This design comes from an exercise in tuning for small area, a short achievable clock period and few clock cycles per item on the open sky130 flow, not from production work. Where RTL was checked, it was by simulation tests only, not by an equivalence proof against the original. Power figures rest on the tool's default switching activity, not on a simulated workload.

## delta
==> flow/design.v <==
`timescale 1ns / 1ps
`default_nettype none
package plid_pkg;
  localparam int CAPACITY = 16;
  localparam int DATA_W   = 32;
  localparam int POS_W    = 5;
  localparam int OCNT_W   = 5;
  localparam int SLOT_W   = $clog2(CAPACITY);
  localparam int CNT_W    = $clog2(CAPACITY + 1);
  localparam logic [1:0] CMD_APPEND = 2'd0;
  localparam logic [1:0] CMD_INSERT = 2'd1;
  localparam logic [1:0] CMD_DELETE = 2'd2;
  localparam logic [1:0] CMD_DUMP   = 2'd3;
  localparam logic [1:0] STAT_OK    = 2'd0;
  localparam logic [1:0] STAT_FULL  = 2'd1;
  localparam logic [1:0] STAT_RANGE = 2'd2;
  typedef struct packed {
    logic [1:0]               cmd;
    logic signed [DATA_W-1:0] elem_value;
    logic [POS_W-1:0]         position;
  } plid_in_t;
  typedef struct packed {
    logic [1:0]               status;
    logic signed [DATA_W-1:0] elem_out;
    logic [OCNT_W-1:0]        count_now;
    logic                     last;
  } plid_out_t;
endpackage
`default_nettype wire
`timescale 1ns / 1ps
`default_nettype none
module plid_cell (
  input  wire logic                               clk,
  input  wire logic                               we,
  input  wire logic signed [plid_pkg::DATA_W-1:0] wdata,
  output logic signed [plid_pkg::DATA_W-1:0]      q
);
  logic signed [plid_pkg::DATA_W-1:0] val_r;
  always_ff @(posedge clk) begin
    if (we) val_r <= wdata;
  end
  assign q = val_r;
endmodule
`default_nettype wire
`timescale 1ns / 1ps
`default_nettype none
module positional_list_insert_delete_unit (
  input  wire logic               clk,
  input  wire logic               rst_n,
  input  wire logic               in_valid,
  output logic                    in_ready,
  input  wire logic [38:0]        in_data,
  output logic                    out_valid,
  input  wire logic               out_ready,
  output logic [39:0]             out_data
);
  localparam int N  = plid_pkg::CAPACITY;
  localparam int SW = plid_pkg::SLOT_W;
  localparam int CW = plid_pkg::CNT_W;
  localparam int OW = plid_pkg::OCNT_W;
  localparam int PW = plid_pkg::POS_W;
  plid_pkg::plid_in_t in_pkt;
  assign in_pkt = in_data;
  logic [CW-1:0]                      cnt_r, cnt_nxt;
  logic [N-1:0]                       cth_r, cth_nxt;  
  logic [SW-1:0]                      ptr_r [N];
  logic signed [plid_pkg::DATA_W-1:0] mem_q [N];
  logic                               rdy_r;      
  logic                               dmp_r;      
  logic [N-1:0]                       nx_oh_r;    
  logic [N-1:0]                       rs_oh_r;    
  logic                               lst_r;      
  logic                               sk_v_r;     
  logic [1:0]                         sk_st_r;
  logic [OW-1:0]                      sk_cnt_r;
  logic                               out_valid_r;
  plid_pkg::plid_out_t                out_r;
  logic                slot_free, acc, full, empty, one;
  logic                is_app, is_ins, is_del, is_dmp, dmp_elems;
  logic                ins_ok, del_ok, pos_le_cnt, pos_lt_cnt;
  logic                ins_do, del_do;
  logic [N-1:0]        ins_gt, ins_eq, del_ge, cnt_eq;
  logic [N:0]          cge;
  logic [CW-1:0]       cnt_inc, cnt_dec;
  logic [N-1:0]        cth_inc, cth_dec;
  logic [N-1:0]        oh_ptr0, oh_ptr1, oh_top, oh_nx;
  logic [1:0]          stat;
  logic [SW-1:0]       del_slot, nx_slot;
  logic signed [plid_pkg::DATA_W-1:0] rd_val;
  logic                emit, load_sk, nx_lst;
  logic                dmp_nxt, sk_v_nxt;
  always_comb begin
    slot_free  = !out_valid_r || out_ready;
    acc        = in_valid && rdy_r;
    full       = cth_r[N-1];
    empty      = !cth_r[0];
    one        = cth_r[0] && !cth_r[1];
    for (int i = 0; i < N; i++) begin
      cnt_eq[i] = (i == 0) ? !cth_r[0] : (cth_r[i-1] && !cth_r[i]);
    end
    is_app     = in_pkt.cmd == plid_pkg::CMD_APPEND;
    is_ins     = in_pkt.cmd == plid_pkg::CMD_INSERT;
    is_del     = in_pkt.cmd == plid_pkg::CMD_DELETE;
    is_dmp     = in_pkt.cmd == plid_pkg::CMD_DUMP;
    cge        = {cth_r, 1'b1};
    pos_lt_cnt = !in_pkt.position[PW-1] && cth_r[in_pkt.position[SW-1:0]];
    pos_le_cnt = in_pkt.position[PW-1] ? (in_pkt.position[SW-1:0] == '0 && full)
                                       : cge[in_pkt.position[SW-1:0]];
    ins_ok     = acc && !full && (is_app || (is_ins && pos_le_cnt));
    del_ok     = acc && is_del && pos_lt_cnt;
    ins_do     = acc && !full && (is_app || is_ins);
    del_do     = acc && is_del;
    for (int i = 0; i < N; i++) begin
      if (is_app) begin
        ins_gt[i] = (i == 0) ? 1'b0 : !cth_r[i-1];
        ins_eq[i] = cnt_eq[i];
      end else begin
        ins_gt[i] = PW'(i) > in_pkt.position;
        ins_eq[i] = PW'(i) == in_pkt.position;
      end
      del_ge[i] = PW'(i) >= in_pkt.position;
    end
    del_slot   = ptr_r[in_pkt.position[SW-1:0]];
    stat = plid_pkg::STAT_OK;
    if (is_app || is_ins) begin
      if (full) stat = plid_pkg::STAT_FULL;
      else if (!is_app && !pos_le_cnt) stat = plid_pkg::STAT_RANGE;
    end else if (is_del) begin
      if (!pos_lt_cnt) stat = plid_pkg::STAT_RANGE;
    end else begin
      if (empty) stat = plid_pkg::STAT_RANGE;
    end
    cnt_inc = cnt_r + 1'b1;
    cnt_dec = cnt_r - 1'b1;
    cth_inc = {cth_r[N-2:0], 1'b1};
    cth_dec = {1'b0, cth_r[N-1:1]};
    cnt_nxt = cnt_r;
    cth_nxt = cth_r;
    if (acc && !full && (is_app || (is_ins && pos_le_cnt))) begin
      cnt_nxt = cnt_inc;
      cth_nxt = cth_inc;
    end
    if (acc && is_del && pos_lt_cnt) begin
      cnt_nxt = cnt_dec;
      cth_nxt = cth_dec;
    end
    dmp_elems = is_dmp && !empty;
    rd_val    = '0;
    for (int i = 0; i < N; i++) rd_val |= {plid_pkg::DATA_W{rs_oh_r[i]}} & mem_q[i];
    oh_ptr0   = N'(1) << ptr_r[0];
    oh_ptr1   = N'(1) << ptr_r[1];
    oh_top    = N'(1) << ptr_r[N-1];
    nx_slot   = '0;
    nx_lst    = 1'b0;
    for (int i = 0; i < N; i++) begin
      nx_slot |= {SW{nx_oh_r[i]}} & ptr_r[i];
      nx_lst  |= nx_oh_r[i] && cnt_eq[(i + 1) % N] && i != N - 1;
    end
    nx_lst   |= nx_oh_r[N-1] && full;
    emit      = slot_free && dmp_r;
    load_sk   = !slot_free && acc && !dmp_elems;
    sk_v_nxt  = (sk_v_r && !slot_free) || load_sk;
    dmp_nxt   = (dmp_r && !(emit && lst_r)) ||
                (acc && dmp_elems && (!slot_free || !one));
  end
  always_ff @(posedge clk) begin
    if (!rst_n) begin
      cnt_r       <= '0;
      cth_r       <= '0;
      dmp_r       <= 1'b0;
      sk_v_r      <= 1'b0;
      rdy_r       <= 1'b1;
      out_valid_r <= 1'b0;
    end else begin
      cnt_r       <= cnt_nxt;
      cth_r       <= cth_nxt;
      dmp_r       <= dmp_nxt;
      sk_v_r      <= sk_v_nxt;
      rdy_r       <= !dmp_nxt && !sk_v_nxt;
      out_valid_r <= !slot_free || sk_v_r || dmp_r || acc;
    end
  end
  always_ff @(posedge clk) begin
    if (load_sk) begin
      sk_st_r  <= stat;
      sk_cnt_r <= OW'(cnt_nxt);
    end
  end
  always_ff @(posedge clk) begin
    if (slot_free) begin
      if (sk_v_r) begin
        out_r.status    <= sk_st_r;
        out_r.elem_out  <= '0;
        out_r.count_now <= sk_cnt_r;
        out_r.last      <= 1'b1;
      end else if (dmp_r) begin
        out_r.status    <= plid_pkg::STAT_OK;
        out_r.elem_out  <= rd_val;
        out_r.count_now <= OW'(cnt_r);
        out_r.last      <= lst_r;
      end else if (acc) begin
        out_r.status    <= stat;
        out_r.elem_out  <= dmp_elems ? rd_val : '0;
        out_r.count_now <= OW'(cnt_nxt);
        out_r.last      <= !dmp_elems || one;
      end
    end
  end
  always_ff @(posedge clk) begin
    if (emit) begin
      nx_oh_r <= nx_oh_r << 1;
      lst_r   <= nx_lst;
    end else if (acc) begin
      nx_oh_r <= slot_free ? N'(4) : N'(2);
      lst_r   <= slot_free ? cnt_eq[2] : one;
    end
  end
  always_ff @(posedge clk) begin
    if (!rst_n) begin
      rs_oh_r <= N'(1);
    end else if (emit) begin
      rs_oh_r <= lst_r ? oh_ptr0 : N'(1) << nx_slot;
    end else if (acc) begin
      if (dmp_elems) begin
        if (slot_free && !one) rs_oh_r <= oh_ptr1;
      end else if (ins_do && ins_eq[0]) begin
        rs_oh_r <= oh_top;
      end else if (del_do && del_ge[0]) begin
        rs_oh_r <= oh_ptr1;
      end
    end
  end
  always_ff @(posedge clk) begin
    for (int i = 0; i < N; i++) begin
      if (!rst_n) begin
        ptr_r[i] <= SW'(i);
      end else if (ins_do) begin
        if (ins_gt[i]) ptr_r[i] <= ptr_r[(i + N - 1) % N];
        else if (ins_eq[i]) ptr_r[i] <= ptr_r[N-1];
      end else if (del_do) begin
        if (del_ge[i]) ptr_r[i] <= (i == N - 1) ? del_slot : ptr_r[(i + 1) % N];
      end
    end
  end
  for (genvar g = 0; g < N; g++) begin : g_slot
    plid_cell u_cell (
      .clk   (clk),
      .we    (!full && oh_top[g]),
      .wdata (in_pkt.elem_value),
      .q     (mem_q[g])
    );
  end
  assign in_ready  = rdy_r;
  assign out_valid = out_valid_r;
  assign out_data  = out_r;
endmodule
`default_nettype wire
Settings: LEC_CHECK=0, CAP_MARGIN=20, CORE_MARGIN=2, CORE_UTILIZATION=40, CTS_BUF_LIST=sky130_fd_sc_hd__clkbuf_8 sky130_fd_sc_hd__clkbuf_16, CTS_CLUSTER_DIAMETER=80, CTS_CLUSTER_SIZE=20, SETUP_SLACK_MARGIN=1.9, SLEW_MARGIN=20; clock period 4.2 ns.
run.sh (not shown) runs the stock make flow with config.mk's settings and CLKGATE_MAP_FILE= SYNTH_SCRIPT=/design/flow/synth_recipe.tcl, a recipe that flattens the netlist after the stock synthesis.
Modified inputs, yarrow compared to delta
-- flow/design.v --
<<< delta, line 66
  logic [SW-1:0]                      ptr_r [N];
  logic signed [plid_pkg::DATA_W-1:0] mem_q [N];
  logic                               rdy_r;      
  logic                               dmp_r;      
  logic [N-1:0]                       nx_oh_r;    
  logic [N-1:0]                       rs_oh_r;    
  logic                               lst_r;      
  logic                               sk_v_r;     
  logic [1:0]                         sk_st_r;
  logic [OW-1:0]                      sk_cnt_r;
  logic                               out_valid_r;
  plid_pkg::plid_out_t                out_r;
>>> yarrow, line 66
  logic [SW-1:0]                      ptr_r [N];
  logic signed [plid_pkg::DATA_W-1:0] mem_q [N];
  logic                               dmp_r;      
  logic [N-1:0]                       nx_oh_r;    
  logic [N-1:0]                       rs_oh_r;    
  logic [SW-1:0]                      nx_slot_r;  
  logic                               lst_r;      
  logic                               out_valid_r;
  plid_pkg::plid_out_t                out_r;
<<< delta, line 88
  logic [SW-1:0]       del_slot, nx_slot;
  logic signed [plid_pkg::DATA_W-1:0] rd_val;
  logic                emit, load_sk, nx_lst;
  logic                dmp_nxt, sk_v_nxt;
  always_comb begin
    slot_free  = !out_valid_r || out_ready;
    acc        = in_valid && rdy_r;
    full       = cth_r[N-1];
    empty      = !cth_r[0];
>>> yarrow, line 85
  logic [SW-1:0]       del_slot, nx_slot;
  logic signed [plid_pkg::DATA_W-1:0] rd_val;
  logic                emit, nx_lst;
  logic                dmp_nxt;
  always_comb begin
    slot_free  = !out_valid_r || out_ready;
    in_ready   = slot_free && !dmp_r;
    acc        = in_valid && in_ready;
    full       = cth_r[N-1];
    empty      = !cth_r[0];
<<< delta, line 154
    nx_lst    = 1'b0;
    for (int i = 0; i < N; i++) begin
      nx_slot |= {SW{nx_oh_r[i]}} & ptr_r[i];
      nx_lst  |= nx_oh_r[i] && cnt_eq[(i + 1) % N] && i != N - 1;
    end
    nx_lst   |= nx_oh_r[N-1] && full;
    emit      = slot_free && dmp_r;
    load_sk   = !slot_free && acc && !dmp_elems;
    sk_v_nxt  = (sk_v_r && !slot_free) || load_sk;
    dmp_nxt   = (dmp_r && !(emit && lst_r)) ||
                (acc && dmp_elems && (!slot_free || !one));
  end
  always_ff @(posedge clk) begin
>>> yarrow, line 152
    nx_lst    = 1'b0;
    for (int i = 0; i < N; i++) begin
      nx_slot |= {SW{nx_oh_r[i]}} & ptr_r[(i + 1) % N];
      nx_lst  |= nx_oh_r[i] && cnt_eq[(i + 1) % N] && i != N - 1;
    end
    nx_lst   |= nx_oh_r[N-1] && full;
    emit      = slot_free && dmp_r;
    dmp_nxt   = (dmp_r && !(emit && lst_r)) || (acc && dmp_elems && !one);
  end
  always_ff @(posedge clk) begin
<<< delta, line 169
      cth_r       <= '0;
      dmp_r       <= 1'b0;
      sk_v_r      <= 1'b0;
      rdy_r       <= 1'b1;
      out_valid_r <= 1'b0;
    end else begin
>>> yarrow, line 164
      cth_r       <= '0;
      dmp_r       <= 1'b0;
      out_valid_r <= 1'b0;
    end else begin
<<< delta, line 176
      cth_r       <= cth_nxt;
      dmp_r       <= dmp_nxt;
      sk_v_r      <= sk_v_nxt;
      rdy_r       <= !dmp_nxt && !sk_v_nxt;
      out_valid_r <= !slot_free || sk_v_r || dmp_r || acc;
    end
  end
  always_ff @(posedge clk) begin
    if (load_sk) begin
      sk_st_r  <= stat;
      sk_cnt_r <= OW'(cnt_nxt);
    end
  end
  always_ff @(posedge clk) begin
    if (slot_free) begin
      if (sk_v_r) begin
        out_r.status    <= sk_st_r;
        out_r.elem_out  <= '0;
        out_r.count_now <= sk_cnt_r;
        out_r.last      <= 1'b1;
      end else if (dmp_r) begin
        out_r.status    <= plid_pkg::STAT_OK;
        out_r.elem_out  <= rd_val;
>>> yarrow, line 169
      cth_r       <= cth_nxt;
      dmp_r       <= dmp_nxt;
      out_valid_r <= !slot_free || dmp_r || acc;
    end
  end
  always_ff @(posedge clk) begin
    if (slot_free) begin
      if (dmp_r) begin
        out_r.status    <= plid_pkg::STAT_OK;
        out_r.elem_out  <= rd_val;
<<< delta, line 209
  always_ff @(posedge clk) begin
    if (emit) begin
      nx_oh_r <= nx_oh_r << 1;
      lst_r   <= nx_lst;
    end else if (acc) begin
      nx_oh_r <= slot_free ? N'(4) : N'(2);
      lst_r   <= slot_free ? cnt_eq[2] : one;
    end
  end
>>> yarrow, line 189
  always_ff @(posedge clk) begin
    if (emit) begin
      nx_oh_r   <= nx_oh_r << 1;
      nx_slot_r <= nx_slot;
      lst_r     <= nx_lst;
    end else if (acc) begin
      nx_oh_r   <= N'(4);
      nx_slot_r <= ptr_r[2];
      lst_r     <= cnt_eq[2];
    end
  end
<<< delta, line 220
      rs_oh_r <= N'(1);
    end else if (emit) begin
      rs_oh_r <= lst_r ? oh_ptr0 : N'(1) << nx_slot;
    end else if (acc) begin
      if (dmp_elems) begin
        if (slot_free && !one) rs_oh_r <= oh_ptr1;
      end else if (ins_do && ins_eq[0]) begin
        rs_oh_r <= oh_top;
>>> yarrow, line 202
      rs_oh_r <= N'(1);
    end else if (emit) begin
      rs_oh_r <= lst_r ? oh_ptr0 : N'(1) << nx_slot_r;
    end else if (acc) begin
      if (dmp_elems) begin
        if (!one) rs_oh_r <= oh_ptr1;
      end else if (ins_do && ins_eq[0]) begin
        rs_oh_r <= oh_top;
<<< delta, line 251
    );
  end
  assign in_ready  = rdy_r;
  assign out_valid = out_valid_r;
  assign out_data  = out_r;
>>> yarrow, line 233
    );
  end
  assign out_valid = out_valid_r;
  assign out_data  = out_r;
[summary]
Cmp yarrow and delta / fraction of power consumed by the clock network / lower: yarrow. Relative to delta, the area of all sequential standard cells measured on yarrow has decreased slightly. In yarrow, the largest stage delay on the critical path came out 0.06 ns below the value in delta. In terms of portion of netlist area occupied by mux cells, yarrow and delta differ only marginally. delta → yarrow: non-clock buffer area fraction after layout -1.3 points, setup slack of the critical path after layout shows an increase of 0.29 ns.
Testbench counts of yarrow, summed over its fixed seeds: cycles 5,036, items 3,200.
No functional check of the RTL was part of delta.

port drivers added, routing unchanged:
The results above use ideal ports. As a check the final layouts listed here were re-extracted and re-timed, cells and wires unchanged. Step 1, drivers: a clkbuf_16 drives clk and a buf_2 each remaining input, both assumed. Step 2 times the ports against the registers' clock, not the clock port: input delays grow and output delays shrink by t, the midpoint of the rising clock arrivals with the driver on. Three values: no drivers, after step 1, after step 2; two values: the first two.
run | t, ns | setup slack, ns | hold WS [ns] | worst data-port slew with drivers (ns)
delta | 0.673 | 1.648 / 1.648 / 1.238 | 0.538 / 0.538 / 0.538 | 0.13
yarrow | 0.667 | 1.933 / 1.866 / 1.325 | 0.510 / 0.510 / 0.510 | 0.11
After both steps setup and hold are still met in every run listed. For yarrow, which loses most, drivers alone change the setup slack by -0.067 ns; drivers and shift together by -0.608 ns.
